Context: an optimization exercise on an open-source flow, tuned for small area. The choices shown serve that exercise and are no tape-out recipe.
Function was checked by simulation only, so behaviour that the tests miss may differ from the original.
No activity file was given, so power comes from the tool's default toggle rates.

rev 12:
## csr_unit
module csr_unit (
    input  logic        clk,
    input  logic        rstn,
    input  logic        stall,
    input  logic        flush,
    input  logic        req_valid,
    input  logic [2:0]  req_op,
    input  logic [13:0] req_num,
    input  logic [31:0] req_wdata,
    input  logic [31:0] req_wmask,
    input  logic [31:0] req_pc,
    input  logic [5:0]  req_ecode,
    input  logic [8:0]  req_esubcode,
    input  logic [31:0] req_badv,
    input  logic [7:0]  hw_int,
    output logic        resp_flush,
    output logic [31:0] resp_pc,
    output logic [31:0] resp_rdata,
    output logic        excp_flush,
    output logic        ertn_flush,
    output logic [8:0]  crmd
);
Size in the first run: roughly 510 flip-flops.
clock: 5.0 ns
lec_check: 0
cap_margin: 10
core_margin: 2
core_utilization: 50
place_density: 0.7
slew_margin: 10
standard.sh (not shown) runs the stock make flow with config.mk's settings and CLKGATE_MAP_FILE= SYNTH_SCRIPT=/design/flow/synth_recipe.tcl, a recipe that flattens the netlist after the stock synthesis.
==> flow/flow/run.sh <==
#!/bin/bash
# The standard layout (standard.sh) with these changes to how it is built:
#  - synthesis maps the logic with an area-oriented ABC script (abc.script here)
#    in place of ORFS's speed script; flip-flop mapping and everything else
#    in the synthesis are unchanged
#  - the port buffers are the smallest buffer, sky130_fd_sc_hd__buf_1
#  - clock tree synthesis clusters up to 15 sinks per clkbuf_8, no dummy loads
# Each step's full output goes to a log file in this folder.
set -euo pipefail
here=$(pwd)
rm -rf "$here/scripts_abc"
cp -r "$FLOW_HOME/scripts" "$here/scripts_abc"
cp "$here/flow/abc.script" "$here/scripts_abc/abc_area.script"
bash standard.sh synth ABC_AREA=1 SCRIPTS_DIR="$here/scripts_abc" > synth.log 2>&1
export BUFFER_PORTS_ARGS="-buffer_cell sky130_fd_sc_hd__buf_1"
export CTS_ARGS="-sink_clustering_enable -repair_clock_nets -dont_use_dummy_load -sink_clustering_size 15 -sink_clustering_max_diameter 60 -buf_list {sky130_fd_sc_hd__clkbuf_8}"
bash standard.sh > standard.log 2>&1
==> flow/flow/abc.script <==
&get -n
&st
&syn2
&dch
&nf -R 1000
&put
## Diff of input files: rev 13 against rev 12
-- flow/design.v --
<<< rev 12, line 255
        tcfg_q <= tcfg_n;
    wire        en       = tcfg_n[0];
    logic [7:0]  tz_g;    
    logic [7:0]  tz_p;    
    logic [31:0] tval_m1;
    always_comb
    begin
        for (int k = 0; k < 8; k++)
            tz_g[k] = ~|tval_q[4*k +: 4];
        tz_p[0] = 1'b1;
        for (int k = 1; k < 8; k++)
            tz_p[k] = tz_p[k-1] & tz_g[k-1];
>>> rev 13, line 255
        tcfg_q <= tcfg_n;
    wire        en       = tcfg_n[0];
    wire        at_zero  = (tval_q == 32'd0);
    wire        load     = en && (w_tcfg || (at_zero && tcfg_n[1]));
    wire        dec      = en && (tval_q != 32'hffff_ffff);
    wire        ti_clr   = w_ticlr && a_q[0] && ti_q;
    logic [7:0]  tz_g;    
    logic [7:0]  tz_p;    
    logic [31:0] tval_nx;
    always_comb
    begin
        for (int k = 0; k < 8; k++)
            tz_g[k] = ~|tval_q[4*k +: 4];
        tz_p[0] = dec;
        for (int k = 1; k < 8; k++)
            tz_p[k] = tz_p[k-1] & tz_g[k-1];
<<< rev 12, line 271
            for (int j = 4*(i/4); j < i; j++)
                b = b & !tval_q[j];
            tval_m1[i] = tval_q[i] ^ b;
        end
    end
    wire        at_zero  = &tz_g;
    wire        load     = en && (w_tcfg || (at_zero && tcfg_n[1]));
    wire        dec      = en && (tval_q != 32'hffff_ffff);
    wire        ti_clr   = w_ticlr && a_q[0] && ti_q;
    wire        tld    = load || !rstn;
    wire [31:0] tval_d = tld ? {tcfg_n[31:2], 2'b00} : tval_m1;
    always_ff @(posedge clk)
    begin
        if (tld || dec)
            tval_q <= tval_d;
    end
    always_ff @(posedge clk)
    begin
>>> rev 13, line 275
            for (int j = 4*(i/4); j < i; j++)
                b = b & !tval_q[j];
            tval_nx[i] = tval_q[i] ^ b;
        end
    end
    wire        tld    = load || !rstn;
    always_ff @(posedge clk)
        tval_q <= tld ? {tcfg_n[31:2], 2'b00} : tval_nx;
    always_ff @(posedge clk)
    begin
==> results.txt <==
- Rev 13 and rev 12 ended up with nearly the same simple-gate share of the synthesized area.
- Changes observed in rev 13 relative to rev 12: cell area lost 1.5%; number of flops mapped to enable cells by yosys went down.
- The run showing the smaller routed wire length is rev 13.
- Delta (rev 13 minus rev 12): met3 track demand over resource in global routing now larger, final cell count without fillers dropped about 0.5%, fraction of synthesized cell area in xor and xnor cells stayed essentially flat, initial core utilization went up.
- Areal power density over the cells delta for rev 13 relative to rev 12: about 1.4% higher
- Rev 13 ends up with a arrival time at the worst endpoint that is 0.07 ns higher than in rev 12.

## static timing again, ports no longer ideal
The results above use ideal ports. As a check the final layouts listed here were re-extracted and re-timed, cells and wires unchanged.
Step 1, drivers: a clkbuf_16 drives clk and a buf_2 each remaining input, both assumed.
Step 2 adds t to the input delays and takes it off the output delays; t is the mean of the earliest and latest rising clock arrival at the registers after step 1. Input paths then give back, and output paths get back, about the clock's delay inside the block.
Three values: ideal, step 1, step 2; two values: the first two.
run | shift t [ns] | setup slack, ns | clock arrival spread, ns
rev 12 | 0.663 | 1.013 / 1.013 / 0.768 | 0.061 / 0.062
rev 13 | 0.664 | 1.030 / 1.057 / 0.393 | 0.050 / 0.050
After both steps setup and hold are still met in every run listed. For rev 13, which loses most, drivers alone change the setup slack by +0.027 ns; drivers and shift together by -0.637 ns.
